Source: an optimization exercise on an open RTL-to-GDS flow (aim: small area, a short achievable clock period and few clock cycles). Production flows keep margins and buffers that such runs may drop. Function was checked by simulation only, so behaviour that the tests miss may differ from the original.

File: flow/flow/run.sh
#!/bin/bash
# The standard layout (the standard.sh, unchanged synthesis and steps), with the
# port buffers made from the plain buffer buf_1, and timing repair asked to reach
# a setup slack of 8.4 ns.
set -uo pipefail
export BUFFER_PORTS_ARGS="-buffer_cell sky130_fd_sc_hd__buf_1"
bash standard.sh SETUP_SLACK_MARGIN=8.4 finish > standard.log 2>&1
File: flow/standard.sh
#!/bin/bash
# synth_recipe.tcl (not shown) runs the flow's synth.tcl, then flattens the netlist and writes it again
# the make line also repeats each setting of config.mk as NAME=value (left out here)
make -C /OpenROAD-flow-scripts/flow DESIGN_CONFIG=/design/flow/config.mk WORK_HOME=/design/flow/orfs CLKGATE_MAP_FILE= SYNTH_SCRIPT=/design/flow/synth_recipe.tcl "${@:-finish}"
File: flow/config.mk
export PLATFORM = sky130hd
export DESIGN_NAME = sparse_mac_row
export DESIGN_NICKNAME = sparse_mac_row
export VERILOG_FILES = /design/flow/design.v
export SDC_FILE = /design/flow/constraint.sdc
export NUM_CORES = 4
export LEC_CHECK = 0
export CAP_MARGIN = 20
export CORE_MARGIN = 2
export CORE_UTILIZATION = 40
export PLACE_DENSITY = 0.75
export SLEW_MARGIN = 20
File: flow/constraint.sdc
create_clock -name core_clock -period 12.0 [get_ports {Clk}]
set_input_delay 2.4000 -clock core_clock [delete_from_list [all_inputs] [get_ports {Clk}]]
set_output_delay 2.4000 -clock core_clock [all_outputs]
set_load 0.01 [all_outputs]
File: flow/design.v
module sparse_mac_row #(
  parameter int DATA_WIDTH = 8,
  parameter int ACC_WIDTH  = 32,
  parameter int BLOCK_SIZE = 4,
  parameter int NUM_PE     = 4,
  parameter int IDX_WIDTH  = 4,
  localparam int OUT_IDX_WIDTH = (NUM_PE > 1) ? $clog2(NUM_PE) : 1
) (
  input  logic                                       Clk,
  input  logic                                       rst,
  input  logic [BLOCK_SIZE*BLOCK_SIZE*DATA_WIDTH-1:0] act_block,
  input  logic [DATA_WIDTH-1:0]                      weight_in,
  input  logic [NUM_PE*IDX_WIDTH-1:0]                idx_in,
  input  logic [NUM_PE*ACC_WIDTH-1:0]                bias_in,
  input  logic                                       is_signed,
  input  logic                                       block_last,
  input  logic                                       in_valid,
  output logic                                       in_ready,
  output logic [ACC_WIDTH-1:0]                       out_data,
  output logic [OUT_IDX_WIDTH-1:0]                   out_idx,
  output logic                                       out_last,
  output logic                                       out_valid,
  input  logic                                       out_ready
);
  localparam int NE = BLOCK_SIZE * BLOCK_SIZE;
  localparam int RW = 2 * DATA_WIDTH + 1;    
  logic                         first_q;     
  logic                         v1, l1;      
  logic                         x2;          
  logic                         park_q;      
  logic                         in_rdy_q;    
  logic                         in_rdy_o;    
  logic                         fin_free_q;  
  logic                         fin_has;     
  logic [OUT_IDX_WIDTH-1:0]     fin_ptr;
  logic                         out_last_q;
  logic [NE*DATA_WIDTH-1:0]     act_q, act_d;
  logic                         signed_q, signed_d;
  logic [DATA_WIDTH-1:0]        w1;          
  logic [DATA_WIDTH-1:0]        wh;          
  logic [NUM_PE-1:0]            s1;
  logic [DATA_WIDTH-1:0]        a1   [NUM_PE];
  logic [RW-1:0]                r0   [NUM_PE];
  logic [RW-1:0]                r1   [NUM_PE];
  logic [RW-1:0]                r0d  [NUM_PE];
  logic [RW-1:0]                r1d  [NUM_PE];
  logic [ACC_WIDTH-1:0]         acc  [NUM_PE];
  logic [ACC_WIDTH-1:0]         fin  [NUM_PE];
  logic [ACC_WIDTH-1:0]         sum  [NUM_PE];
  logic [ACC_WIDTH-1:0]         out_q;
  logic accept, xfer, park_en, oq_free;
  assign in_ready  = in_rdy_o;
  assign out_data  = out_q;
  assign out_last  = out_last_q;
  assign accept    = in_valid && in_rdy_o;
  assign xfer      = v1 && l1 && fin_free_q;
  assign park_en   = first_q && fin_free_q;    
  assign oq_free   = !out_valid || out_ready;
  assign act_d    = first_q ? act_block : act_q;
  assign signed_d = first_q ? is_signed : signed_q;
  for (genvar k = 0; k < NUM_PE; k++) begin : g_pe
    smr_tree u_tree (.a(a1[k]), .b(w1), .s(s1[k]), .r0(r0d[k]), .r1(r1d[k]));
    logic [ACC_WIDTH-1:0] x, y, z, cs, cc;
    assign x  = acc[k];
    assign y  = {{(ACC_WIDTH-RW){1'b0}}, r0[k]};
    assign z  = {{(ACC_WIDTH-RW+1){~r1[k][RW-1]}}, r1[k][RW-2:0]};
    assign cs = x ^ y ^ z;
    assign cc = (x & y) | (x & z) | (y & z);
    assign sum[k] = cs + {cc[ACC_WIDTH-2:0], 1'b0};
  end
  always_ff @(posedge Clk or posedge rst) begin
    if (rst) begin
      first_q    <= 1'b1;
      v1         <= 1'b0;
      l1         <= 1'b0;
      x2         <= 1'b0;
      park_q     <= 1'b0;
      in_rdy_q   <= 1'b1;
      in_rdy_o   <= 1'b0;
      fin_free_q <= 1'b1;
      fin_has    <= 1'b0;
      fin_ptr    <= '0;
      out_valid  <= 1'b0;
      out_idx    <= '0;
      out_last_q <= 1'b0;
      w1         <= '0;
      wh         <= '0;
    end else begin
      logic nv1, nl1, nfin_has, nrdy;
      nv1 = in_rdy_q ? accept     : v1;
      nl1 = in_rdy_q ? block_last : l1;
      v1 <= nv1;
      l1 <= nl1;
      x2 <= xfer;
      park_q <= accept && first_q;
      if (accept) first_q <= block_last;
      nfin_has = fin_has;
      if (x2) begin
        if (oq_free) begin
          out_valid  <= 1'b1;
          out_idx    <= '0;
          out_last_q <= 1'b0;
          fin_ptr    <= OUT_IDX_WIDTH'(1);
        end else begin
          fin_ptr    <= '0;
        end
        nfin_has = 1'b1;
      end else if (fin_has && oq_free) begin
        out_valid  <= 1'b1;
        out_idx    <= fin_ptr;
        out_last_q <= (fin_ptr == OUT_IDX_WIDTH'(NUM_PE - 1));
        fin_ptr    <= fin_ptr + 1'b1;
        if (fin_ptr == OUT_IDX_WIDTH'(NUM_PE - 1)) nfin_has = 1'b0;
      end else if (out_ready) begin
        out_valid  <= 1'b0;
      end
      fin_has    <= nfin_has;
      fin_free_q <= !nfin_has && !xfer;
      nrdy = !((accept ? block_last : first_q) && (nfin_has || xfer));
      in_rdy_q   <= nrdy;
      in_rdy_o   <= nrdy;
      if (in_rdy_q) begin
        wh <= weight_in;
        w1 <= (accept && nrdy) ? weight_in : '0;
      end else begin
        w1 <= (nrdy && v1) ? wh : '0;
      end
    end
  end
  always_ff @(posedge Clk) begin
    act_q    <= act_d;
    signed_q <= signed_d;
    if (in_rdy_q) begin
      for (int k = 0; k < NUM_PE; k++) begin
        a1[k] <= act_d[idx_in[k*IDX_WIDTH +: IDX_WIDTH]*DATA_WIDTH +: DATA_WIDTH];
        s1[k] <= signed_d;
      end
    end
    for (int k = 0; k < NUM_PE; k++) begin
      r0[k] <= r0d[k];
      r1[k] <= r1d[k];
      acc[k] <= park_q ? fin[k] : sum[k];
      if (x2)
        fin[k] <= sum[k];
      else if (park_en)
        fin[k] <= bias_in[k*ACC_WIDTH +: ACC_WIDTH];
    end
    if (x2 && oq_free)
      out_q <= sum[0];
    else if (fin_has && oq_free)
      out_q <= fin[fin_ptr];
  end
endmodule
module smr_tree (
  input  logic [7:0]  a,
  input  logic [7:0]  b,
  input  logic        s,
  output logic [16:0] r0,
  output logic [16:0] r1
);
  logic pp_0_0;
  logic pp_0_1;
  logic pp_0_2;
  logic pp_0_3;
  logic pp_0_4;
  logic pp_0_5;
  logic pp_0_6;
  logic pp_1_0;
  logic pp_1_1;
  logic pp_1_2;
  logic pp_1_3;
  logic pp_1_4;
  logic pp_1_5;
  logic pp_1_6;
  logic pp_2_0;
  logic pp_2_1;
  logic pp_2_2;
  logic pp_2_3;
  logic pp_2_4;
  logic pp_2_5;
  logic pp_2_6;
  logic pp_3_0;
  logic pp_3_1;
  logic pp_3_2;
  logic pp_3_3;
  logic pp_3_4;
  logic pp_3_5;
  logic pp_3_6;
  logic pp_4_0;
  logic pp_4_1;
  logic pp_4_2;
  logic pp_4_3;
  logic pp_4_4;
  logic pp_4_5;
  logic pp_4_6;
  logic pp_5_0;
  logic pp_5_1;
  logic pp_5_2;
  logic pp_5_3;
  logic pp_5_4;
  logic pp_5_5;
  logic pp_5_6;
  logic pp_6_0;
  logic pp_6_1;
  logic pp_6_2;
  logic pp_6_3;
  logic pp_6_4;
  logic pp_6_5;
  logic pp_6_6;
  logic pa_0;
  logic pb_0;
  logic pa_1;
  logic pb_1;
  logic pa_2;
  logic pb_2;
  logic pa_3;
  logic pb_3;
  logic pa_4;
  logic pb_4;
  logic pa_5;
  logic pb_5;
  logic pa_6;
  logic pb_6;
  logic pab;
  logic ns;
  logic hs0;
  logic hc0;
  logic fs1;
  logic fc1;
  logic hs2;
  logic hc2;
  logic fs3;
  logic fc3;
  logic fs4;
  logic fc4;
  logic fs5;
  logic fc5;
  logic hs6;
  logic hc6;
  logic fs7;
  logic fc7;
  logic hs8;
  logic hc8;
  logic fs9;
  logic fc9;
  logic fs10;
  logic fc10;
  logic fs11;
  logic fc11;
  logic fs12;
  logic fc12;
  logic fs13;
  logic fc13;
  logic fs14;
  logic fc14;
  logic fs15;
  logic fc15;
  logic fs16;
  logic fc16;
  logic fs17;
  logic fc17;
  logic fs18;
  logic fc18;
  logic fs19;
  logic fc19;
  logic hs20;
  logic hc20;
  logic fs21;
  logic fc21;
  logic fs22;
  logic fc22;
  logic fs23;
  logic fc23;
  logic fs24;
  logic fc24;
  logic fs25;
  logic fc25;
  logic fs26;
  logic fc26;
  logic fs27;
  logic fc27;
  logic fs28;
  logic fc28;
  logic fs29;
  logic fc29;
  logic hs30;
  logic hc30;
  logic fs31;
  logic fc31;
  logic fs32;
  logic fc32;
  logic fs33;
  logic fc33;
  logic fs34;
  logic fc34;
  logic fs35;
  logic fc35;
  logic fs36;
  logic fc36;
  logic fs37;
  logic fc37;
  logic fs38;
  logic fc38;
  logic fs39;
  logic fc39;
  logic fs40;
  logic fc40;
  logic fs41;
  logic fc41;
  assign pp_0_0 = a[0] & b[0];
  assign pp_0_1 = a[0] & b[1];
  assign pp_0_2 = a[0] & b[2];
  assign pp_0_3 = a[0] & b[3];
  assign pp_0_4 = a[0] & b[4];
  assign pp_0_5 = a[0] & b[5];
  assign pp_0_6 = a[0] & b[6];
  assign pp_1_0 = a[1] & b[0];
  assign pp_1_1 = a[1] & b[1];
  assign pp_1_2 = a[1] & b[2];
  assign pp_1_3 = a[1] & b[3];
  assign pp_1_4 = a[1] & b[4];
  assign pp_1_5 = a[1] & b[5];
  assign pp_1_6 = a[1] & b[6];
  assign pp_2_0 = a[2] & b[0];
  assign pp_2_1 = a[2] & b[1];
  assign pp_2_2 = a[2] & b[2];
  assign pp_2_3 = a[2] & b[3];
  assign pp_2_4 = a[2] & b[4];
  assign pp_2_5 = a[2] & b[5];
  assign pp_2_6 = a[2] & b[6];
  assign pp_3_0 = a[3] & b[0];
  assign pp_3_1 = a[3] & b[1];
  assign pp_3_2 = a[3] & b[2];
  assign pp_3_3 = a[3] & b[3];
  assign pp_3_4 = a[3] & b[4];
  assign pp_3_5 = a[3] & b[5];
  assign pp_3_6 = a[3] & b[6];
  assign pp_4_0 = a[4] & b[0];
  assign pp_4_1 = a[4] & b[1];
  assign pp_4_2 = a[4] & b[2];
  assign pp_4_3 = a[4] & b[3];
  assign pp_4_4 = a[4] & b[4];
  assign pp_4_5 = a[4] & b[5];
  assign pp_4_6 = a[4] & b[6];
  assign pp_5_0 = a[5] & b[0];
  assign pp_5_1 = a[5] & b[1];
  assign pp_5_2 = a[5] & b[2];
  assign pp_5_3 = a[5] & b[3];
  assign pp_5_4 = a[5] & b[4];
  assign pp_5_5 = a[5] & b[5];
  assign pp_5_6 = a[5] & b[6];
  assign pp_6_0 = a[6] & b[0];
  assign pp_6_1 = a[6] & b[1];
  assign pp_6_2 = a[6] & b[2];
  assign pp_6_3 = a[6] & b[3];
  assign pp_6_4 = a[6] & b[4];
  assign pp_6_5 = a[6] & b[5];
  assign pp_6_6 = a[6] & b[6];
  assign pa_0 = (a[7] & b[0]) ^ s;
  assign pb_0 = (b[7] & a[0]) ^ s;
  assign pa_1 = (a[7] & b[1]) ^ s;
  assign pb_1 = (b[7] & a[1]) ^ s;
  assign pa_2 = (a[7] & b[2]) ^ s;
  assign pb_2 = (b[7] & a[2]) ^ s;
  assign pa_3 = (a[7] & b[3]) ^ s;
  assign pb_3 = (b[7] & a[3]) ^ s;
  assign pa_4 = (a[7] & b[4]) ^ s;
  assign pb_4 = (b[7] & a[4]) ^ s;
  assign pa_5 = (a[7] & b[5]) ^ s;
  assign pb_5 = (b[7] & a[5]) ^ s;
  assign pa_6 = (a[7] & b[6]) ^ s;
  assign pb_6 = (b[7] & a[6]) ^ s;
  assign pab = a[7] & b[7];
  assign ns = ~s;
  assign hs0 = pp_0_6 ^ pp_1_5;
  assign hc0 = pp_0_6 & pp_1_5;
  assign fs1 = pp_1_6 ^ pp_2_5 ^ pp_3_4;
  assign fc1 = (pp_1_6 & pp_2_5) | (pp_1_6 & pp_3_4) | (pp_2_5 & pp_3_4);
  assign hs2 = pp_4_3 ^ pp_5_2;
  assign hc2 = pp_4_3 & pp_5_2;
  assign fs3 = pp_2_6 ^ pp_3_5 ^ pp_4_4;
  assign fc3 = (pp_2_6 & pp_3_5) | (pp_2_6 & pp_4_4) | (pp_3_5 & pp_4_4);
  assign fs4 = pp_5_3 ^ pp_6_2 ^ pa_1;
  assign fc4 = (pp_5_3 & pp_6_2) | (pp_5_3 & pa_1) | (pp_6_2 & pa_1);
  assign fs5 = pp_3_6 ^ pp_4_5 ^ pp_5_4;
  assign fc5 = (pp_3_6 & pp_4_5) | (pp_3_6 & pp_5_4) | (pp_4_5 & pp_5_4);
  assign hs6 = pp_0_4 ^ pp_1_3;
  assign hc6 = pp_0_4 & pp_1_3;
  assign fs7 = pp_0_5 ^ pp_1_4 ^ pp_2_3;
  assign fc7 = (pp_0_5 & pp_1_4) | (pp_0_5 & pp_2_3) | (pp_1_4 & pp_2_3);
  assign hs8 = pp_3_2 ^ pp_4_1;
  assign hc8 = pp_3_2 & pp_4_1;
  assign fs9 = pp_2_4 ^ pp_3_3 ^ pp_4_2;
  assign fc9 = (pp_2_4 & pp_3_3) | (pp_2_4 & pp_4_2) | (pp_3_3 & pp_4_2);
  assign fs10 = pp_5_1 ^ pp_6_0 ^ hs0;
  assign fc10 = (pp_5_1 & pp_6_0) | (pp_5_1 & hs0) | (pp_6_0 & hs0);
  assign fs11 = pp_6_1 ^ pa_0 ^ pb_0;
  assign fc11 = (pp_6_1 & pa_0) | (pp_6_1 & pb_0) | (pa_0 & pb_0);
  assign fs12 = hc0 ^ fs1 ^ hs2;
  assign fc12 = (hc0 & fs1) | (hc0 & hs2) | (fs1 & hs2);
  assign fs13 = pb_1 ^ s ^ fc1;
  assign fc13 = (pb_1 & s) | (pb_1 & fc1) | (s & fc1);
  assign fs14 = hc2 ^ fs3 ^ fs4;
  assign fc14 = (hc2 & fs3) | (hc2 & fs4) | (fs3 & fs4);
  assign fs15 = pp_6_3 ^ pa_2 ^ pb_2;
  assign fc15 = (pp_6_3 & pa_2) | (pp_6_3 & pb_2) | (pa_2 & pb_2);
  assign fs16 = fc3 ^ fc4 ^ fs5;
  assign fc16 = (fc3 & fc4) | (fc3 & fs5) | (fc4 & fs5);
  assign fs17 = pp_4_6 ^ pp_5_5 ^ pp_6_4;
  assign fc17 = (pp_4_6 & pp_5_5) | (pp_4_6 & pp_6_4) | (pp_5_5 & pp_6_4);
  assign fs18 = pa_3 ^ pb_3 ^ fc5;
  assign fc18 = (pa_3 & pb_3) | (pa_3 & fc5) | (pb_3 & fc5);
  assign fs19 = pp_5_6 ^ pp_6_5 ^ pa_4;
  assign fc19 = (pp_5_6 & pp_6_5) | (pp_5_6 & pa_4) | (pp_6_5 & pa_4);
  assign hs20 = pp_0_3 ^ pp_1_2;
  assign hc20 = pp_0_3 & pp_1_2;
  assign fs21 = pp_2_2 ^ pp_3_1 ^ pp_4_0;
  assign fc21 = (pp_2_2 & pp_3_1) | (pp_2_2 & pp_4_0) | (pp_3_1 & pp_4_0);
  assign fs22 = pp_5_0 ^ hc6 ^ fs7;
  assign fc22 = (pp_5_0 & hc6) | (pp_5_0 & fs7) | (hc6 & fs7);
  assign fs23 = fc7 ^ hc8 ^ fs9;
  assign fc23 = (fc7 & hc8) | (fc7 & fs9) | (hc8 & fs9);
  assign fs24 = fc9 ^ fc10 ^ fs11;
  assign fc24 = (fc9 & fc10) | (fc9 & fs11) | (fc10 & fs11);
  assign fs25 = fc11 ^ fc12 ^ fs13;
  assign fc25 = (fc11 & fc12) | (fc11 & fs13) | (fc12 & fs13);
  assign fs26 = fc13 ^ fc14 ^ fs15;
  assign fc26 = (fc13 & fc14) | (fc13 & fs15) | (fc14 & fs15);
  assign fs27 = fc15 ^ fc16 ^ fs17;
  assign fc27 = (fc15 & fc16) | (fc15 & fs17) | (fc16 & fs17);
  assign fs28 = pb_4 ^ fc17 ^ fc18;
  assign fc28 = (pb_4 & fc17) | (pb_4 & fc18) | (fc17 & fc18);
  assign fs29 = pp_6_6 ^ pa_5 ^ pb_5;
  assign fc29 = (pp_6_6 & pa_5) | (pp_6_6 & pb_5) | (pa_5 & pb_5);
  assign hs30 = pp_0_2 ^ pp_1_1;
  assign hc30 = pp_0_2 & pp_1_1;
  assign fs31 = pp_2_1 ^ pp_3_0 ^ hs20;
  assign fc31 = (pp_2_1 & pp_3_0) | (pp_2_1 & hs20) | (pp_3_0 & hs20);
  assign fs32 = hs6 ^ hc20 ^ fs21;
  assign fc32 = (hs6 & hc20) | (hs6 & fs21) | (hc20 & fs21);
  assign fs33 = hs8 ^ fc21 ^ fs22;
  assign fc33 = (hs8 & fc21) | (hs8 & fs22) | (fc21 & fs22);
  assign fs34 = fs10 ^ fc22 ^ fs23;
  assign fc34 = (fs10 & fc22) | (fs10 & fs23) | (fc22 & fs23);
  assign fs35 = fs12 ^ fc23 ^ fs24;
  assign fc35 = (fs12 & fc23) | (fs12 & fs24) | (fc23 & fs24);
  assign fs36 = fs14 ^ fc24 ^ fs25;
  assign fc36 = (fs14 & fc24) | (fs14 & fs25) | (fc24 & fs25);
  assign fs37 = fs16 ^ fc25 ^ fs26;
  assign fc37 = (fs16 & fc25) | (fs16 & fs26) | (fc25 & fs26);
  assign fs38 = fs18 ^ fc26 ^ fs27;
  assign fc38 = (fs18 & fc26) | (fs18 & fs27) | (fc26 & fs27);
  assign fs39 = fs19 ^ fc27 ^ fs28;
  assign fc39 = (fs19 & fc27) | (fs19 & fs28) | (fc27 & fs28);
  assign fs40 = fc19 ^ fc28 ^ fs29;
  assign fc40 = (fc19 & fc28) | (fc19 & fs29) | (fc28 & fs29);
  assign fs41 = pa_6 ^ pb_6 ^ fc29;
  assign fc41 = (pa_6 & pb_6) | (pa_6 & fc29) | (pb_6 & fc29);
  assign r0 = {ns, s, pab, fc40, fc39, fc38, fc37, fc36, fc35, fc34, fc33, fc32, fc31, hc30, pp_2_0, pp_0_1, pp_0_0};
  assign r1 = {1'b0, 1'b0, fc41, fs41, fs40, fs39, fs38, fs37, fs36, fs35, fs34, fs33, fs32, fs31, hs30, pp_1_0, 1'b0};
endmodule
==> flow_metrics.tcl, run 1 <==
set metrics [dict create \
    crit_required_ns 9.60 \
    finalCriticalPeriod_ns 3.63 \
    crit_fanout 1 \
    vias 26900 \
    synth-edff-count 193 \
    critical_path.top_delay_family "flip-flops" \
    finalHoldViolCount 0 \
    synth_top_area_cell "dfxtp_1" \
    drive_above_1_share_pct 18.7 \
    grt_pass1_vias 27100 \
    wl_per_cell_um 22.0 \
    port_buffers 322 \
    synth_area_sq_mm 0.0375 \
    synth-seq-cells 599 \
    grt_max_degree 129 \
    insertion_delay_ns 0.63 \
    start_util_pct 40.3 \
    fp.coreArea_sq_mm 0.0932 \
    finalMaxSlewViolations 0 \
    cts_tree "built" \
    status "timing/DRC/antenna clean" \
    final.setup.tns_ns 0 \
    startpoint_type "flip-flop" \
    antenna_found_initial 7 \
    rows 112 \
    clock_path_buffers 3 \
    crit_path_end_kind "primary output" \
    multi_input_area_sq_mm 0.0219 \
    yosysSeqAreaShare_pct 37.5 \
    synth.area.top_cells "dfxtp_1 (20%), edfxtp_1 (15%), fa_1 (11%)" \
    final_common_cell "nand2_1" \
    ys.flop_type "dfxtp_1" \
    htreeDepth 3 \
    critPathSlowestCell "edfxtp_1" \
    tightest_slew_ns 1.13 \
    netlist_instances 3347 \
    initialDrtViolationCount 2641 \
    fin_crit_sh_pct 30.2 \
    worst_path_largest_cell_delay_ns 0.45 \
    avgViaCountPerCell 5.49 \
    num-nets-final 4231 \
    areaGrowthSynthToFinish_pct 13.0 \
    die_area_sq_mm 0.0963 \
    post-route-drc-count 0 \
    ys_async_sr_fraction_pct 5.18 \
    critPathBufInv 1 \
    antenna_left 0 \
    clk_pin_slew_ns 0.06 \
    root_buffer "clkbuf_16" \
    die_x_um 310 \
    cts_made_buffers 68 \
    post-dp-hpwl_um 79900 \
    worstSetupPathType "reg2out" \
    holdCritPathClass "reg2reg" \
    cp.arrival_ns 1.23 \
    grt_pass1_wl_um 162000 \
    pin_count 323 \
    setup_viol 0 \
    finalWirelength_um 108000 \
    die_h_um 310 \
    syn_avg_cell_area_sq_um 11.2 \
    fillers 8441 \
    grt_usage_pct 22.2 \
    maxSlewHeadroom_pct 24.6 \
    final_cell_mix "nand2_1 (424), dfxtp_1 (374), buf_1 (295)" \
    yosys.cell_types.count 79 \
    cts.sinks 599 \
    regArea_sq_mm 0.0141 \
    syn_nets 3993 \
    ys_warn_count 15 \
    skew_ns 0.0339 \
    grt-ovfl-total 0 \
    synth_top_area_share_pct 20.0 \
    cp_cell_sequence "clkbuf_2" \
    rsz0062_at_grt "yes" \
    drv_cap 0 \
    gp_congestion 0.944 \
    firstDrtPassIters 7 \
    utilization_pct 45.5 \
    max_freq_mhz 276 \
]
## final cells by class
cell class	count	share of cell area (%)
Antenna cell	6	0.0354
Clock buffer	88	4.61
Clock inverter	35	0.785
Sequential cell	599	33.2
Multi-Input combinational cell	2303	51.5
Inverter	254	2.27
Tap cell	1254	3.70
Timing Repair Buffer	359	3.83
## routing by layer
layer,up-vias,share of wire [%],global-route usage (%)
met2,1179,47,36.2
met5,-,0.060,0
li1,12300,-,-
met1,13200,40,28.1
met3,240,7.6,4.33
met4,10,5.3,10.9
## stage by stage
stage / instance area [sq um] / hold slack, ns / worst slack, ns / instances
after floorplan: 37900 / 0.346 / 8.11 / 3347
after global placement: 39700 / 0.442 / 7.62 / 4756
after detailed placement: 39700 / 0.448 / 7.54 / 4756
after CTS: 42200 / 0.469 / 8.34 / 4885
after global routing: 42400 / 0.495 / 8.35 / 4892
final: 42400 / 0.462 / 8.37 / 4898
## worst paths after layout
check | depth (start not counted) | endpoint | from | slack (ns)
worst min-delay path | 2 | acc[0][23] | fin[0][23] | 0.46
max in group asynchronous | 3 | x2 | rst | 9.76
worst min register to register | 2 | acc[0][23] | fin[0][23] | 0.46
worst max-delay path | 1 | out_data[12] | out_q[12] | 8.37
worst max register to register | 12 | fin[3][31] | r0[3][1] | 8.52
min in group asynchronous | 3 | wh[2] | rst | 1.86
## cells by family after synthesis
logic type	after synthesis	synth area share, %
AOI/OAI and AO/OA	528	9.23
xor gates and xnor gates	169	3.94
adders and majority gates	360	16.0
buffers and inverters	445	4.74
DFF	599	37.5
muxes	441	18.8
and+or+nand+nor	805	9.80
## state kept, by name, indices dropped and copies added, names as in the netlist, 2 cells and up
name,count
act_q,128
acc,128
a1,32
out_idx,2
g_pe.z,56
fin_ptr,2
w1,8
wh,8
out_q,32
r0,62
fin,128
## cells in the mapped netlist, drive strengths merged (13+ instances only)
cell	number
nand2	426
dfxtp	375
mux2	281
inv	254
fa	200
edfxtp	193
ha	160
mux4	160
a21oi	149
and2	142
o21ai	140
clkbuf	137
xnor2	131
nor2	97
buf	54
a21o	42
xor2	38
a222oi	34
nand3	33
o211ai	33
dfrtp	28
nand4	27
nand2b	20
nor3	19
a31oi	18
o31ai	18
nor2b	15
o21bai	13
## what timing repair did
item                       CTS  global route
hold buffers                 0             0
resized for setup           31            40
setup buffers                6             6
pin swaps                    6            12
gates cloned                 0             1
setup endpoints to repair   70            80
Testbench counts, summed over its fixed seeds: cycles 2,918.
==> run 2, diff against run 1 <==
--- a/flow/config.mk
+++ b/flow/config.mk
@@ -8,5 +8,7 @@
 export CAP_MARGIN = 20
 export CORE_MARGIN = 2
 export CORE_UTILIZATION = 40
+export CTS_CLUSTER_DIAMETER = 60
+export CTS_CLUSTER_SIZE = 20
 export PLACE_DENSITY = 0.75
 export SLEW_MARGIN = 20
==> flow_metrics.tcl, run 2 <==
set metrics [dict create \
    setup_viol 0 \
    cts_tree "built" \
    ys_warn_count 15 \
    largestRegisters "acc (128), act_q (128), fin (128)" \
    grt_max_degree 129 \
    synth_commonest_cells "nand2_1 (426), dfxtp_1 (375), inv_1 (253), mux2_2 (205), fa_1 (200)" \
    die_h_um 310 \
    finalMaxSlewViolations 0 \
    rows 112 \
    multi_input_area_sq_mm 0.0218 \
    holdCritPathClass "reg2reg" \
    vias 26800 \
    crit_required_ns 9.60 \
    syn_nets 3993 \
    max_freq_mhz 273 \
    fp.coreArea_sq_mm 0.0932 \
    maxSlewHeadroom_pct 24.0 \
    antenna_found_initial 9 \
    drive_above_1_share_pct 18.4 \
    skew_ns 0.0398 \
    crit_path_end_kind "primary output" \
    yosys.area_share.simple_pct 9.80 \
    regArea_sq_mm 0.0141 \
    final_common_cell "nand2_1" \
    worstSetupPathType "reg2out" \
    yosysSeqAreaShare_pct 37.5 \
    grt_pass1_wl_um 161000 \
    cp.arrival_ns 1.26 \
    critical_path.top_delay_family "flip-flops" \
    worst_path_largest_cell_delay_ns 0.45 \
    antenna_left 0 \
    startpoint_type "flip-flop" \
    cts.sinks 599 \
    pin_count 323 \
    fin_crit_sh_pct 30.5 \
    synth_top_area_cell "dfxtp_1" \
    root_buffer "clkbuf_16" \
    clk_pin_slew_ns 0.08 \
    grt-ovfl-total 0 \
    tightest_slew_ns 1.14 \
    post-route-drc-count 0 \
    syn_avg_cell_area_sq_um 11.2 \
    num-nets-final 4214 \
    yosys.cell_types.count 79 \
    synth_top_family_by_area "multiplexers" \
    netlist_instances 3347 \
    placed_cells 4756 \
    ys_async_sr_fraction_pct 5.18 \
    yosys.cell_count.top_type "nand2_1" \
    synth_area_sq_mm 0.0375 \
    ys.flop_type "dfxtp_1" \
    cp_cell_sequence "clkbuf_2" \
    final.setup.tns_ns 0 \
    avgViaCountPerCell 5.50 \
    grt_pass1_vias 26900 \
    die_area_sq_mm 0.0963 \
    cts_made_buffers 51 \
    wl_per_cell_um 22.0 \
    areaGrowthSynthToFinish_pct 11.6 \
    htreeDepth 2 \
    place_area_sq_mm 0.0397 \
    finalWirelength_um 107000 \
    cts_hold_buf 0 \
    synthMuxAreaShare_pct 18.8 \
    die_x_um 310 \
    post-dp-hpwl_um 79900 \
    port_buffers 322 \
    gp_congestion 0.944 \
    rsz0062_at_grt "yes" \
    synth-seq-cells 599 \
    synthAdderAreaFrac_pct 16.0 \
    design_area_sq_mm 0.0419 \
    finalCriticalPeriod_ns 3.66 \
    synth-edff-count 193 \
    synth.area.top_cells "dfxtp_1 (20%), edfxtp_1 (15%), fa_1 (11%)" \
    final_cell_mix "nand2_1 (424), dfxtp_1 (374), buf_1 (282)" \
    clock_path_buffers 3 \
    critPathSlowestCell "edfxtp_1" \
    critPathBufInv 1 \
    grt_usage_pct 22.0 \
    synth-compound-area-share_pct 9.23 \
    crit_fanout 1 \
    insertion_delay_ns 0.66 \
    start_util_pct 40.3 \
    fillers 8531 \
    firstDrtPassIters 7 \
    initialDrtViolationCount 2832 \
    fin_cells 4870 \
    status "timing/DRC/antenna clean" \
    drv_cap 0 \
    finalHoldViolCount 0 \
    synth_xor_area_share_pct 3.94 \
    synth_top_area_share_pct 20.0 \
]
[run 2: per-stage QoR]
step / setup slack (ns) / util [%] / hold WS [ns]
after floorplan: 8.11 / - / 0.346
after global placement: 7.62 / 42.6 / 0.442
after detailed placement: 7.54 / 42.6 / 0.448
after CTS: 8.30 / 44.7 / 0.468
after global routing: 8.30 / 45.0 / 0.498
final: 8.34 / 45.0 / 0.465
[run 2: logic make-up (layout without fill, tap and decap cells)]
family	count (synthesis)	in the layout
compound gates	528	528
xor+xnor	169	169
fa+ha+maj	360	360
buf+inv	445	709
flops	599	599
mux	441	441
other cells	0	5
simple gates	805	805
[run 2: final timing paths]
check / startpoint / end / slack [ns] / cells past startpoint
worst max-delay path: out_q[13] / out_data[13] / 8.34 / 1
max in group asynchronous: rst / park_q / 9.80 / 3
min in group asynchronous: rst / wh[2] / 1.83 / 3
worst max register to register: r0[2][1] / fin[2][31] / 8.49 / 12
worst min register to register: fin[0][19] / acc[0][19] / 0.46 / 2
worst min-delay path: fin[0][19] / acc[0][19] / 0.46 / 2
[run 2: area by class of cell]
type	count	share of cell area, %
Antenna cell	5	0.0299
Clock buffer	58	3.12
Clock inverter	38	1.09
Inverter	254	2.30
Multi-Input combinational cell	2303	52.1
Sequential cell	599	33.6
Tap cell	1254	3.74
Timing Repair Buffer	359	3.94
[run 2: repair_timing]
item                       in CTS  in global routing
buffers inserted                5                  7
cloned                          0                  1
setup endpoints to repair      83                 73
pin swaps                       6                 15
gates resized for setup        36                 47
[run 2: metal layers]
| layer | vias to the layer above | GRT usage (%) | part of all wire [%] |
|---|---|---|---|
| met5 | - | 0 | 0.088 |
| met4 | 14 | 11.3 | 5.6 |
| met3 | 251 | 4.24 | 7.7 |
| met2 | 1165 | 35.6 | 46 |
| met1 | 13100 | 28.0 | 40 |
| li1 | 12200 | - | - |
==> run 3, diff against run 2 <==
--- a/flow/config.mk
+++ b/flow/config.mk
@@ -9,6 +9,6 @@
 export CORE_MARGIN = 2
 export CORE_UTILIZATION = 40
 export CTS_CLUSTER_DIAMETER = 60
-export CTS_CLUSTER_SIZE = 20
+export CTS_CLUSTER_SIZE = 30
 export PLACE_DENSITY = 0.75
 export SLEW_MARGIN = 20
==> flow_metrics.tcl, run 3 <==
set metrics [dict create \
    drive_above_1_share_pct 18.7 \
    die_x_um 310 \
    cts.sinks 599 \
    finalWirelength_um 107000 \
    die_area_sq_mm 0.0963 \
    synth.area.top_cells "dfxtp_1 (20%), edfxtp_1 (15%), fa_1 (11%)" \
    startpoint_type "flip-flop" \
    vias 26700 \
    final.setup.tns_ns 0 \
    syn_avg_cell_area_sq_um 11.2 \
    drv_cap 0 \
    post-dp-hpwl_um 79900 \
    wl_per_cell_um 22.0 \
    finalHoldViolCount 0 \
    critPathBufInv 1 \
    die_h_um 310 \
    ys_warn_count 15 \
    worstSetupPathType "reg2out" \
    setup_viol 0 \
    yosys.cell_types.count 79 \
    firstDrtPassIters 8 \
    routed-wl-met2_um 49700 \
    cts_tree "built" \
    clock_path_buffers 3 \
    design_area_sq_mm 0.0422 \
    ys_async_sr_fraction_pct 5.18 \
    holdCritPathClass "reg2reg" \
    status "timing/DRC/antenna clean" \
    tightest_slew_ns 1.11 \
    antenna_left 0 \
    fp.coreArea_sq_mm 0.0932 \
    clk_pin_slew_ns 0.09 \
    dr_wl_met3_um 8130 \
    htreeDepth 2 \
    rsz0062_at_grt "yes" \
    grt_max_degree 129 \
    grt-ovfl-total 0 \
    yosysSeqAreaShare_pct 37.5 \
    synth_commonest_cells "nand2_1 (426), dfxtp_1 (375), inv_1 (253), mux2_2 (205), fa_1 (200)" \
    insertion_delay_ns 0.65 \
    crit_required_ns 9.60 \
    antenna_found_initial 9 \
    grt_pass1_vias 26700 \
    areaGrowthSynthToFinish_pct 12.4 \
    port_buffers 322 \
    synth-edff-count 193 \
    crit_fanout 1 \
    grt_pass1_wl_um 161000 \
    synth_area_sq_mm 0.0375 \
    netlist_instances 3347 \
    cts_made_buffers 50 \
    max_freq_mhz 274 \
    fin_hold_ws_ns 0.467 \
    rows 112 \
    avgViaCountPerCell 5.48 \
    fillers 8472 \
    fin_crit_sh_pct 30.4 \
    initialDrtViolationCount 2648 \
    pin_count 323 \
    start_util_pct 40.3 \
    num-nets-final 4215 \
    gp_congestion 0.944 \
    critical_path.top_delay_family "flip-flops" \
    root_buffer "clkbuf_16" \
    final_cell_mix "nand2_1 (424), dfxtp_1 (375), buf_1 (281)" \
    maxSlewHeadroom_pct 26.2 \
    cp.arrival_ns 1.25 \
    finalCriticalPeriod_ns 3.65 \
    crit_path_end_kind "primary output" \
    grt_usage_pct 21.9 \
    place_area_sq_mm 0.0397 \
    worst_path_largest_cell_delay_ns 0.45 \
    syn_nets 3993 \
    final_common_cell "nand2_1" \
    post-route-drc-count 0 \
    drt-met1-wl_um 43100 \
    largestRegisters "acc (128), act_q (128), fin (128)" \
    synth_top_area_share_pct 20.0 \
    synth_top_area_cell "dfxtp_1" \
    finalMaxSlewViolations 0 \
    synth-seq-cells 599 \
    critPathSlowestCell "edfxtp_1" \
    cp_cell_sequence "clkbuf_2" \
    yosys.cell_count.top_type "nand2_1" \
    skew_ns 0.0587 \
    utilization_pct 45.3 \
    top_layer "met5" \
    ys.flop_type "dfxtp_1" \
    cts_hold_buf 0 \
]
run 3: cell counts after synthesis:
No cell type changed its count.
run 3: cell families (layout without fill, tap and decap cells):
kind of cell             after synthesis  after routing  share of synthesized area [%]
AO/OA/AOI/OAI                        528            528                           9.23
XOR/XNOR                             169            169                           3.94
adder cells (fa/ha/maj)              360            360                           16.0
buffers and inverters                445            709                           4.74
flip-flops                           599            599                           37.5
multiplexers                         441            441                           18.8
other                                  0              4                              0
AND/OR/NAND/NOR                      805            805                           9.80
run 3: timing repair:
action	CTS	global route
resized for setup	35	57
buffers inserted	6	8
setup endpoints to repair	84	90
pin swaps	6	15
run 3: cell type report:
class | count | area [sq um] | share of cell area [%]
Antenna cell | 4 | 10.0 | 0.0237
Clock buffer | 55 | 1320 | 3.13
Clock inverter | 39 | 664 | 1.57
Inverter | 254 | 958 | 2.27
Multi-Input combinational cell | 2303 | 21900 | 51.9
Sequential cell | 599 | 14100 | 33.4
Tap cell | 1254 | 1570 | 3.72
Timing Repair Buffer | 361 | 1670 | 3.97
run 3: layer usage:
| layer | track usage, % | up-vias |
|---|---|---|
| li1 | - | 12200 |
| met1 | 28.0 | 13000 |
| met2 | 35.8 | 1217 |
| met3 | 4.03 | 250 |
| met4 | 10.8 | 14 |
| met5 | 0 | - |
run 3: path summary, 6_finish.rpt:
| check | depth (start not counted) | slack (ns) | to | start |
|---|---|---|---|---|
| max | 1 | 8.35 | out_data[12] | out_q[12] |
| min | 2 | 0.47 | acc[0][19] | fin[0][19] |
| max reg2reg | 12 | 8.51 | fin[2][27] | r0[2][1] |
| min reg2reg | 2 | 0.47 | acc[0][19] | fin[0][19] |
| max in group asynchronous | 3 | 9.78 | park_q | rst |
| min in group asynchronous | 3 | 1.84 | out_idx[0] | rst |
run 3: stage by stage:
stage | std cells | worst slack [ns]
detailed placement | 4756 | 7.54
finish | 4869 | 8.35
CTS | 4856 | 8.30
global route | 4865 | 8.30
floorplan | 3347 | 8.11
global placement | 4756 | 7.62
==> run 4, diff against run 3 <==
--- a/flow/config.mk
+++ b/flow/config.mk
@@ -8,7 +8,7 @@
 export CAP_MARGIN = 20
 export CORE_MARGIN = 2
 export CORE_UTILIZATION = 40
-export CTS_CLUSTER_DIAMETER = 60
+export CTS_CLUSTER_DIAMETER = 100
 export CTS_CLUSTER_SIZE = 30
 export PLACE_DENSITY = 0.75
 export SLEW_MARGIN = 20
==> flow_metrics.tcl, run 4 <==
set metrics [dict create \
    dpl_worst_slack_ns 7.54 \
    largestRegisters "acc (128), act_q (128), fin (128)" \
    grt_pass1_vias 26700 \
    synth_top_area_share_pct 20.0 \
    holdCritPathClass "reg2reg" \
    synth_top_area_cell "dfxtp_1" \
    fp.coreArea_sq_mm 0.0932 \
    post-dp-hpwl_um 79900 \
    cts_made_buffers 28 \
    firstDrtPassIters 6 \
    ys_async_sr_fraction_pct 5.18 \
    finalCriticalPeriod_ns 3.68 \
    worst_path_largest_cell_delay_ns 0.46 \
    setup_viol 0 \
    num-nets-final 4190 \
    fillers 8590 \
    gp_congestion 0.944 \
    yosys.cell_types.count 79 \
    finalWorstSetupSlack_ns 8.32 \
    syn_avg_cell_area_sq_um 11.2 \
    cp.arrival_ns 1.28 \
    antenna_found_initial 8 \
    yosys.cell_count.top_type "nand2_1" \
    antenna_left 0 \
    finalHoldViolCount 0 \
    ys_warn_count 15 \
    worstSetupPathType "reg2out" \
    synth_area_sq_mm 0.0375 \
    htreeDepth 1 \
    skew_ns 0.0372 \
    finalWirelength_um 106000 \
    syn_nets 3993 \
    netlist_instances 3347 \
    rsz0062_at_grt "yes" \
    clock_path_buffers 3 \
    grt-ovfl-total 0 \
    crit_fanout 1 \
    crit_required_ns 9.60 \
    vias 26500 \
    post-route-drc-count 0 \
    avgViaCountPerCell 5.49 \
    grt_pass1_wl_um 159000 \
    critPathSlowestCell "edfxtp_1" \
    synth.area.top_cells "dfxtp_1 (20%), edfxtp_1 (15%), fa_1 (11%)" \
    max_freq_mhz 272 \
    final_cell_mix "nand2_1 (424), dfxtp_1 (373), buf_1 (280)" \
    maxSlewHeadroom_pct 24.4 \
    wl_per_cell_um 21.9 \
    drv_cap 0 \
    areaGrowthSynthToFinish_pct 9.61 \
    critical_path.top_delay_family "flip-flops" \
    synth-seq-cells 599 \
    utilization_pct 44.2 \
    grt_max_degree 129 \
    critPathBufInv 1 \
    yosysSeqAreaShare_pct 37.5 \
    startpoint_type "flip-flop" \
    status "timing/DRC/antenna clean" \
    grt_usage_pct 21.6 \
    drive_above_1_share_pct 17.5 \
    clk_pin_slew_ns 0.12 \
    die_area_sq_mm 0.0963 \
    cp_cell_sequence "clkbuf_2" \
    cts_tree "built" \
    initialDrtViolationCount 2578 \
    port_buffers 322 \
    root_buffer "clkbuf_16" \
    final_common_cell "nand2_1" \
    synth_commonest_cells "nand2_1 (426), dfxtp_1 (375), inv_1 (253), mux2_2 (205), fa_1 (200)" \
    insertion_delay_ns 0.66 \
    final.setup.tns_ns 0 \
    finalMaxSlewViolations 0 \
    crit_path_end_kind "primary output" \
    cts.sinks 599 \
    die_x_um 310 \
    tightest_slew_ns 1.13 \
    fin_crit_sh_pct 30.6 \
    synth-edff-count 193 \
    rows 112 \
    pin_count 323 \
    fin_hold_ws_ns 0.481 \
    die_h_um 310 \
    ys.flop_type "dfxtp_1" \
    start_util_pct 40.3 \
]
run 4: cell counts after synthesis:
Identical to the previous run, type by type.
run 4: what timing repair did:
item / CTS / global route
buffers inserted: 6 / 6
gates resized for setup: 37 / 50
pin swaps: 7 / 14
gates cloned: 0 / 0
endpoints found under the setup margin: 92 / 66
hold buffers: 0 / 0
run 4: worst paths after layout:
path,start,cells after the start,end,slack (ns)
setup / recovery,out_q[13],1,out_data[13],8.32
hold / removal,fin[0][23],2,acc[0][23],0.48
setup reg to reg,acc[1][1],12,fin[1][29],8.49
hold reg to reg,fin[0][23],2,acc[0][23],0.48
max in group asynchronous,rst,3,park_q,9.82
min in group asynchronous,rst,3,wh[2],1.82
run 4: layout make-up:
| class | instances | area [sq um] | share of cell area, % |
|---|---|---|---|
| Timing Repair Buffer | 358 | 1620 | 3.95 |
| Clock inverter | 11 | 191 | 0.465 |
| Multi-Input combinational cell | 2303 | 21900 | 53.1 |
| Antenna cell | 7 | 17.5 | 0.0426 |
| Clock buffer | 41 | 823 | 2.00 |
| Sequential cell | 599 | 14100 | 34.3 |
| Tap cell | 1254 | 1570 | 3.81 |
| Inverter | 254 | 962 | 2.34 |
run 4: per-layer routing:
metal | GRT usage (%) | vias up | share of wire, %
met5 | 0 | - | 0.065
met4 | 10.4 | 10 | 5.8
met3 | 3.43 | 259 | 7.1
met2 | 35.6 | 1097 | 46
met1 | 27.9 | 13000 | 41
li1 | - | 12100 | -
run 4: logic make-up (layout without fill, tap and decap cells):
family          after synthesis  count (layout)  share of synthesized area (%)
simple gates                805             805                           9.80
xor+xnor                    169             169                           3.94
flops                       599             599                           37.5
buf+inv                     445             664                           4.74
mux                         441             441                           18.8
other cells                   0               7                              0
fa+ha+maj                   360             360                           16.0
compound gates              528             528                           9.23
run 4: through the flow:
| stage | std cells | cell area [sq um] |
|---|---|---|
| global route | 4820 | 41100 |
| global placement | 4756 | 39700 |
| detailed placement | 4756 | 39700 |
| CTS | 4814 | 41000 |
| floorplan | 3347 | 37900 |
| finish | 4827 | 41100 |
run 4: worst min-delay path: cells and delay by family (launching register included):
family,cells,cell delay (ns)
flops,1,0.36
simple gates,2,0.10
==> run 5, diff against run 4 <==
--- a/flow/config.mk
+++ b/flow/config.mk
@@ -8,7 +8,7 @@
 export CAP_MARGIN = 20
 export CORE_MARGIN = 2
 export CORE_UTILIZATION = 40
-export CTS_CLUSTER_DIAMETER = 100
-export CTS_CLUSTER_SIZE = 30
+export CTS_CLUSTER_DIAMETER = 80
+export CTS_CLUSTER_SIZE = 25
 export PLACE_DENSITY = 0.75
 export SLEW_MARGIN = 20
==> flow_metrics.tcl, run 5 <==
set metrics [dict create \
    status "timing/DRC/antenna clean" \
    netlist_instances 3347 \
    ys_warn_count 15 \
    cp.arrival_ns 1.21 \
    htreeDepth 2 \
    cp_cell_sequence "buf_2" \
    post-route-drc-count 0 \
    utilization_pct 44.4 \
    synth.area.top_cells "dfxtp_1 (20%), edfxtp_1 (15%), fa_1 (11%)" \
    pin_count 323 \
    critPathSlowestCell "dfrtp_1" \
    final_common_cell "nand2_1" \
    startpoint_type "flip-flop" \
    start_util_pct 40.3 \
    reg2reg_to "fin[1][29]" \
    largestRegisters "acc (128), act_q (128), fin (128)" \
    ff2ff_path_depth 12 \
    r2r_setup_slack_ns 8.51 \
    gp_congestion 0.944 \
    place_area_sq_mm 0.0397 \
    die_area_sq_mm 0.0963 \
    die_x_um 310 \
    fin_crit_sh_pct 30.1 \
    finalMaxSlewViolations 0 \
    vias 26500 \
    synth-seq-cells 599 \
    worst_path_largest_cell_delay_ns 0.44 \
    maxSlewHeadroom_pct 24.8 \
    holdCritPathClass "reg2reg" \
    setup_viol 0 \
    worstSetupPathType "reg2out" \
    synth_commonest_cells "nand2_1 (426), dfxtp_1 (375), inv_1 (253), mux2_2 (205), fa_1 (200)" \
    fp.coreArea_sq_mm 0.0932 \
    drive_above_1_share_pct 17.3 \
    post-dp-hpwl_um 79900 \
    finalCriticalPeriod_ns 3.61 \
    antenna_left 0 \
    synth_top_area_cell "dfxtp_1" \
    avgViaCountPerCell 5.48 \
    critical_path.top_delay_family "flip-flops" \
    tightest_slew_ns 1.13 \
    ys.flop_type "dfxtp_1" \
    hold_depth 2 \
    insertion_delay_ns 0.62 \
    dpl_worst_slack_ns 7.54 \
    grt_pass1_wl_um 160000 \
    port_buffers 322 \
    drv_cap 0 \
    root_buffer "clkbuf_16" \
    grt-ovfl-total 0 \
    antenna_found_initial 8 \
    max_freq_mhz 277 \
    yosys.cell_types.count 79 \
    syn_nets 3993 \
    skew_ns 0.0560 \
    die_h_um 310 \
    syn_avg_cell_area_sq_um 11.2 \
    grt_pass1_vias 26600 \
    num-nets-final 4198 \
    synth-edff-count 193 \
    cts_tree "built" \
    crit_fanout 2 \
    reg2reg_from "acc[1][1]" \
    firstDrtPassIters 7 \
    hp-start "fin[0][19]" \
    final.setup.tns_ns 0 \
    min_to "acc[0][19]" \
    synth_top_area_share_pct 20.0 \
    rsz0062_at_grt "yes" \
    grt_max_degree 129 \
    crit_path_end_kind "primary output" \
    yosys.cell_count.top_type "nand2_1" \
    grt_usage_pct 21.8 \
    ys_async_sr_fraction_pct 5.18 \
    rows 112 \
    wl_per_cell_um 22.0 \
    fin_cells 4841 \
    final_cell_mix "nand2_1 (424), dfxtp_1 (373), buf_1 (299)" \
    critPathBufInv 1 \
    cts.sinks 599 \
    clk_pin_slew_ns 0.11 \
    synth_area_sq_mm 0.0375 \
    cts_hold_buf 0 \
    placed_cells 4756 \
    yosysSeqAreaShare_pct 37.5 \
    fin_hold_ws_ns 0.468 \
    cts_made_buffers 36 \
    initialDrtViolationCount 2707 \
    finalWorstSetupSlack_ns 8.39 \
    finalHoldViolCount 0 \
    areaGrowthSynthToFinish_pct 10.1 \
    crit_required_ns 9.60 \
    design_area_sq_mm 0.0413 \
    finalWirelength_um 106000 \
    clock_path_buffers 3 \
]
-- run 5: worst max-delay path by stage --
stage | from | to | slack [ns] | cells past startpoint
3_3_place_gp | idx_in[8] | a1[2][7] | 7.62 | 3
4_1_cts | out_q[12] | out_data[12] | 8.33 | 1
3_5_place_dp | idx_in[12] | a1[3][7] | 7.54 | 3
2_1_floorplan | idx_in[1] | a1[0][0] | 8.11 | 4
5_1_grt | out_q[12] | out_data[12] | 8.34 | 1
6_report | out_idx[0] | out_idx[0] | 8.39 | 1
-- run 5: logic make-up (layout without fill, tap and decap cells) --
family          after synthesis  in the layout  synth area share [%]
simple gates                805            805                  9.80
xor+xnor                    169            169                  3.94
compound gates              528            528                  9.23
buf+inv                     445            676                  4.74
other cells                   0              9                     0
fa+ha+maj                   360            360                  16.0
flops                       599            599                  37.5
mux                         441            441                  18.8
-- run 5: final cells by class --
| cell class | instances | area, sq um |
|---|---|---|
| Sequential cell | 599 | 14100 |
| Timing Repair Buffer | 358 | 1620 |
| Inverter | 254 | 962 |
| Tap cell | 1254 | 1570 |
| Antenna cell | 9 | 22.5 |
| Multi-Input combinational cell | 2303 | 21900 |
| Clock inverter | 18 | 218 |
| Clock buffer | 46 | 981 |
| Fill cell | 8588 | 51900 |
-- run 5: repair_timing --
action / in CTS / in global routing
hold endpoints to repair: 0 / 0
setup buffers: 5 / 6
pin swaps: 6 / 15
endpoints found under the setup margin: 74 / 85
resized for setup: 30 / 41
cloned: 0 / 1
-- run 5: layer usage --
metal / wire [um] / vias up / track usage (%)
li1: - / 12200 / -
met1: 43000 / 12900 / 28.3
met2: 49400 / 1160 / 35.6
met3: 8190 / 227 / 3.48
met4: 5720 / 12 / 10.8
met5: 77 / - / 0
==> run 6, diff against run 5 <==
--- a/flow/config.mk
+++ b/flow/config.mk
@@ -8,7 +8,5 @@
 export CAP_MARGIN = 20
 export CORE_MARGIN = 2
 export CORE_UTILIZATION = 40
-export CTS_CLUSTER_DIAMETER = 80
-export CTS_CLUSTER_SIZE = 25
-export PLACE_DENSITY = 0.75
+export CTS_BUF_LIST = sky130_fd_sc_hd__clkbuf_8
 export SLEW_MARGIN = 20
==> flow_metrics.tcl, run 6 <==
set metrics [dict create \
    status "timing/DRC/antenna clean" \
    cp.arrival_ns 1.35 \
    grt_usage_pct 22.3 \
    num-nets-final 4275 \
    insertion_delay_ns 0.81 \
    avgViaCountPerCell 5.33 \
    worst_path_largest_cell_delay_ns 0.43 \
    ys_warn_count 15 \
    critical_path.top_delay_family "flip-flops" \
    cts_made_buffers 109 \
    antenna_found_initial 10 \
    grt_max_degree 84 \
    yosys.cell_types.count 79 \
    gp_congestion 0.936 \
    syn_avg_cell_area_sq_um 11.2 \
    rows 112 \
    crit_required_ns 9.60 \
    setup_viol 0 \
    maxSlewHeadroom_pct 18.5 \
    cts_tree "built" \
    vias 26500 \
    design_area_sq_mm 0.0425 \
    critPathBufInv 1 \
    yosys.cell_count.top_type "nand2_1" \
    rsz0062_at_grt "yes" \
    synth.area.top_cells "dfxtp_1 (20%), edfxtp_1 (15%), fa_1 (11%)" \
    finalMaxSlewViolations 0 \
    max_freq_mhz 266 \
    clk_pin_slew_ns 0.06 \
    utilization_pct 45.6 \
    fin_crit_sh_pct 31.3 \
    post-dp-hpwl_um 80700 \
    synth_top_area_cell "dfxtp_1" \
    yosysSeqAreaShare_pct 37.5 \
    initialDrtViolationCount 2116 \
    skew_ns 0.0734 \
    pin_count 323 \
    start_util_pct 40.3 \
    firstDrtPassIters 8 \
    final_cell_mix "nand2_1 (424), dfxtp_1 (375), inv_1 (288)" \
    grt_pass1_wl_um 163000 \
    synth_commonest_cells "nand2_1 (426), dfxtp_1 (375), inv_1 (253), mux2_2 (205), fa_1 (200)" \
    synth_area_sq_mm 0.0375 \
    htreeDepth 3 \
    finalHoldViolCount 0 \
    grt-ovfl-total 0 \
    wl_per_cell_um 21.6 \
    cp_cell_sequence "clkbuf_2" \
    critPathSlowestCell "edfxtp_1" \
    syn_nets 3993 \
    cts_hold_buf 0 \
    tightest_slew_ns 1.22 \
    holdCritPathClass "reg2reg" \
    startpoint_type "flip-flop" \
    finalCriticalPeriod_ns 3.75 \
    dpl_worst_slack_ns 7.55 \
    synth-seq-cells 599 \
    place_area_sq_mm 0.0398 \
    antenna_left 0 \
    cts.sinks 599 \
    finalWirelength_um 108000 \
    finalWorstSetupSlack_ns 8.25 \
    final_common_cell "nand2_1" \
    worstSetupPathType "reg2out" \
    drive_above_1_share_pct 20.2 \
    die_area_sq_mm 0.0963 \
    largestRegisters "acc (128), act_q (128), fin (128)" \
    areaGrowthSynthToFinish_pct 13.1 \
    synth_top_area_share_pct 20.0 \
    die_x_um 310 \
    fp.coreArea_sq_mm 0.0932 \
    die_h_um 310 \
    synth-edff-count 193 \
    grt_pass1_vias 26900 \
    drv_cap 0 \
    post-route-drc-count 0 \
    crit_fanout 1 \
    r2r_setup_slack_ns 8.48 \
    netlist_instances 3347 \
    crit_path_end_kind "primary output" \
    clock_path_buffers 3 \
    final.setup.tns_ns 0 \
    root_buffer "clkbuf_8" \
    ys_async_sr_fraction_pct 5.18 \
    port_buffers 322 \
    ys.flop_type "dfxtp_1" \
]
[run 6: layout make-up]
class | count | area (sq um)
diodes | 2 | 5.00
clock buffers | 131 | 1800
clock inverters | 73 | 512
fillers | 8824 | 50700
inverters | 254 | 963
multi-input cells | 2303 | 21900
flip-flops and latches | 599 | 14100
well taps | 1254 | 1570
repair buffers | 362 | 1620
[run 6: through the flow]
step / cells / hold WS (ns)
floorplan: 3347 / 0.346
global placement: 4759 / 0.442
detailed placement: 4759 / 0.450
CTS: 4971 / 0.462
global route: 4977 / 0.483
finish: 4978 / 0.443
[run 6: cells by family (layout without fill, tap and decap cells)]
| logic type | after synthesis | after routing | share of synthesized area, % |
|---|---|---|---|
| flip-flops | 599 | 599 | 37.5 |
| other | 0 | 2 | 0 |
| AO/OA/AOI/OAI | 528 | 528 | 9.23 |
| multiplexers | 441 | 441 | 18.8 |
| buffers and inverters | 445 | 820 | 4.74 |
| AND/OR/NAND/NOR | 805 | 805 | 9.80 |
| adder cells (fa/ha/maj) | 360 | 360 | 16.0 |
| XOR/XNOR | 169 | 169 | 3.94 |
[run 6: repair_timing]
| item | 4_1_cts | 5_1_grt |
|---|---|---|
| gates resized for setup | 28 | 56 |
| endpoints found under the setup margin | 70 | 135 |
| pin swaps | 6 | 13 |
| buffers inserted | 8 | 5 |
[run 6: path summary, 6_finish.rpt]
| path | start | to | depth (start not counted) |
|---|---|---|---|
| max in group asynchronous | rst | fin_free_q | 3 |
| worst max register to register | first_q | a1[0][2] | 4 |
| worst max-delay path | out_q[13] | out_data[13] | 1 |
| worst min register to register | fin[2][17] | acc[2][17] | 2 |
| min in group asynchronous | rst | x2 | 3 |
| worst min-delay path | fin[2][17] | acc[2][17] | 2 |
[run 6: worst reg2reg max path, cell delays in order, from the launching register on]
cell,delay (ns)
dfstp_4,0.92
buf_4,0.85
mux2_2,0.54
mux4_2,0.48
mux4_2,0.48
[run 6: routing by layer]
layer / GRT usage [%] / wire length (um) / vias to the layer above
met4: 10.8 / 5440 / 16
met2: 36.0 / 49900 / 976
li1: - / - / 12400
met1: 28.8 / 45500 / 12900
met3: 4.09 / 6710 / 247
met5: 0 / 106 / -
==> run 7, diff against run 6 <==
==> flow/flow/run.sh (replaced) <==
#!/bin/bash
# The standard layout (the standard.sh, unchanged synthesis and steps), with the
# port buffers made from the plain buffer buf_1, and timing repair asked to reach
# a setup slack of 8.2 ns.
set -uo pipefail
export BUFFER_PORTS_ARGS="-buffer_cell sky130_fd_sc_hd__buf_1"
bash standard.sh SETUP_SLACK_MARGIN=8.2 finish > standard.log 2>&1
--- a/flow/config.mk
+++ b/flow/config.mk
@@ -8,5 +8,4 @@
 export CAP_MARGIN = 20
 export CORE_MARGIN = 2
 export CORE_UTILIZATION = 40
-export CTS_BUF_LIST = sky130_fd_sc_hd__clkbuf_8
 export SLEW_MARGIN = 20
==> flow_metrics.tcl, run 7 <==
set metrics [dict create \
    status "timing/DRC/antenna clean" \
    die_h_um 310 \
    largestRegisters "acc (128), act_q (128), fin (128)" \
    setup_viol 0 \
    crit_fanout 32 \
    insertion_delay_ns 0.64 \
    grt_pass1_vias 26900 \
    pin_count 323 \
    ys_warn_count 15 \
    skew_ns 0.0313 \
    rsz0062_at_grt "yes" \
    crit_required_ns 12.38 \
    initialDrtViolationCount 2023 \
    vias 26200 \
    drv_cap 0 \
    syn_nets 3993 \
    fin_crit_sh_pct 31.7 \
    cts_tree "built" \
    tightest_slew_ns 1.13 \
    cts_hold_buf 0 \
    fin_hold_ws_ns 0.452 \
    ys.flop_type "dfxtp_1" \
    finalMaxSlewViolations 0 \
    die_area_sq_mm 0.0963 \
    port_buffers 322 \
    post-route-drc-count 0 \
    synth_area_sq_mm 0.0375 \
    areaGrowthSynthToFinish_pct 12.5 \
    ff2ff_path_depth 12 \
    fp.coreArea_sq_mm 0.0932 \
    gp_congestion 0.931 \
    yosys.cell_count.top_type "nand2_1" \
    start_util_pct 40.3 \
    finalCriticalPeriod_ns 3.80 \
    synth.area.top_cells "dfxtp_1 (20%), edfxtp_1 (15%), fa_1 (11%)" \
    holdCritPathClass "reg2reg" \
    clock_path_buffers 3 \
    drive_above_1_share_pct 17.6 \
    htreeDepth 3 \
    final.setup.tns_ns 0 \
    synth_top_area_share_pct 20.0 \
    crit_path_end_kind "flip-flop" \
    antenna_left 0 \
    synth-seq-cells 599 \
    clk_pin_slew_ns 0.06 \
    max_freq_mhz 263 \
    grt_max_degree 85 \
    netlist_instances 3347 \
    firstDrtPassIters 7 \
    startpoint_type "input port" \
    root_buffer "clkbuf_16" \
    wl_per_cell_um 21.9 \
    die_x_um 310 \
    syn_avg_cell_area_sq_um 11.2 \
    ys_async_sr_fraction_pct 5.18 \
    grt_pass1_wl_um 164000 \
    finalWirelength_um 108000 \
    finalHoldViolCount 0 \
    grt_usage_pct 22.5 \
    grt-ovfl-total 0 \
    num-nets-final 4229 \
    cts_made_buffers 72 \
    maxSlewHeadroom_pct 24.5 \
    cp.arrival_ns 4.18 \
    rows 112 \
    yosysSeqAreaShare_pct 37.5 \
    antenna_found_initial 6 \
    final_common_cell "nand2_1" \
    cts.sinks 599 \
    synth-edff-count 193 \
    hold_depth 2 \
    worstSetupPathType "in2reg" \
    yosys.cell_types.count 79 \
    synth_commonest_cells "nand2_1 (426), dfxtp_1 (375), inv_1 (253), mux2_2 (205), fa_1 (200)" \
    avgViaCountPerCell 5.35 \
    fillers 8733 \
    synth_top_area_cell "dfxtp_1" \
    post-dp-hpwl_um 81200 \
    final_cell_mix "nand2_1 (424), dfxtp_1 (375), buf_1 (313)" \
]
[run 7: cell counts after synthesis]
No cell type changed its count.
[run 7: per-layer routing]
layer	up-vias	global-route usage (%)	share of wire, %
met5	-	0	0.062
met2	851	37.1	47
met4	8	10.6	4.8
met1	12900	29.0	42
met3	206	3.44	5.8
li1	12300	-	-
[run 7: worst paths after layout]
check	startpoint	endpoint	slack (ns)
setup / recovery	idx_in[0]	a1[0][7]	8.20
hold / removal	fin[0][26]	acc[0][26]	0.45
setup reg to reg	r0[1][1]	fin[1][29]	8.30
hold reg to reg	fin[0][26]	acc[0][26]	0.45
max in group asynchronous	rst	x2	9.79
min in group asynchronous	rst	w1[0]	1.84
[run 7: worst max-delay path, stage by stage]
cell,delay [ns]
clkbuf_2,0.68
mux4_2,0.59
mux4_2,0.47
[run 7: cell families (layout without fill, tap and decap cells)]
family	count (synthesis)	in the layout	synth area share (%)
compound gates	528	528	9.23
flops	599	599	37.5
buf+inv	445	738	4.74
mux	441	441	18.8
simple gates	805	805	9.80
other cells	0	6	0
xor+xnor	169	169	3.94
fa+ha+maj	360	360	16.0
[run 7: final cells by class]
type / instances / area (sq um) / share of cell area, %
Multi-Input combinational cell: 2303 / 21800 / 51.5
Clock inverter: 33 / 285 / 0.676
Antenna cell: 6 / 15.0 / 0.0356
Clock buffer: 98 / 2060 / 4.89
Inverter: 254 / 965 / 2.28
Tap cell: 1254 / 1570 / 3.72
Sequential cell: 599 / 14100 / 33.4
Timing Repair Buffer: 353 / 1480 / 3.49
[run 7: metrics by stage]
step / worst slack (ns) / utilization (%) / cell area [sq um] / instances
6_report: 8.20 / 45.3 / 42200 / 4900
5_1_grt: 8.11 / 45.3 / 42200 / 4894
4_1_cts: 8.22 / 45.2 / 42100 / 4894
3_5_place_dp: 7.57 / 42.6 / 39700 / 4759
3_3_place_gp: 7.60 / 42.6 / 39700 / 4759
2_1_floorplan: 8.11 / - / 37800 / 3347
[run 7: repair_timing]
action / 4_1_cts / 5_1_grt
buffers inserted: 4 / 0
pin swaps: 3 / 4
gates resized for setup: 7 / 14
endpoints found under the setup margin: 41 / 44
gates cloned: 0 / 0

## what the ideal ports hide
No port has a modelled driver above. Below, the same layouts with a new extraction and two added sets of constraints.
Step 1 (the two cells are an assumption about what drives the block):
set clk [get_ports {Clk}]
set_driving_cell -lib_cell sky130_fd_sc_hd__clkbuf_16 $clk
set_driving_cell -lib_cell sky130_fd_sc_hd__buf_2 [delete_from_list [all_inputs] $clk]
Step 2 moves the port delays by t, midway between the first and last clock arrival at a register: inputs arrive t later, outputs are due t later. That takes back most of the time a late clock gives input paths.
a / b / c = no drivers / after step 1 / after step 2; a / b = the first two.
run	t (ns)	setup slack, ns	hold slack, ns	worst setup path at the end
run 1	0.682	8.374 / 8.303 / 7.793	0.462 / 0.462 / 0.462	input to register
run 2	0.710	8.340 / 8.269 / 7.764	0.465 / 0.465 / 0.465	input to register
run 3	0.693	8.351 / 8.280 / 7.787	0.467 / 0.467 / 0.467	input to register
run 4	0.708	8.323 / 8.252 / 7.770	0.481 / 0.481 / 0.481	input to register
run 5	0.660	8.386 / 8.317 / 7.788	0.468 / 0.468 / 0.468	input to register
run 6	0.840	8.246 / 8.181 / 7.630	0.443 / 0.443 / 0.443	input to register
run 7	0.691	8.200 / 8.230 / 7.539	0.452 / 0.452 / 0.452	input to register
After both steps setup and hold are still met in every run listed. For run 7, which loses most, drivers alone change the setup slack by +0.030 ns; drivers and shift together by -0.661 ns.
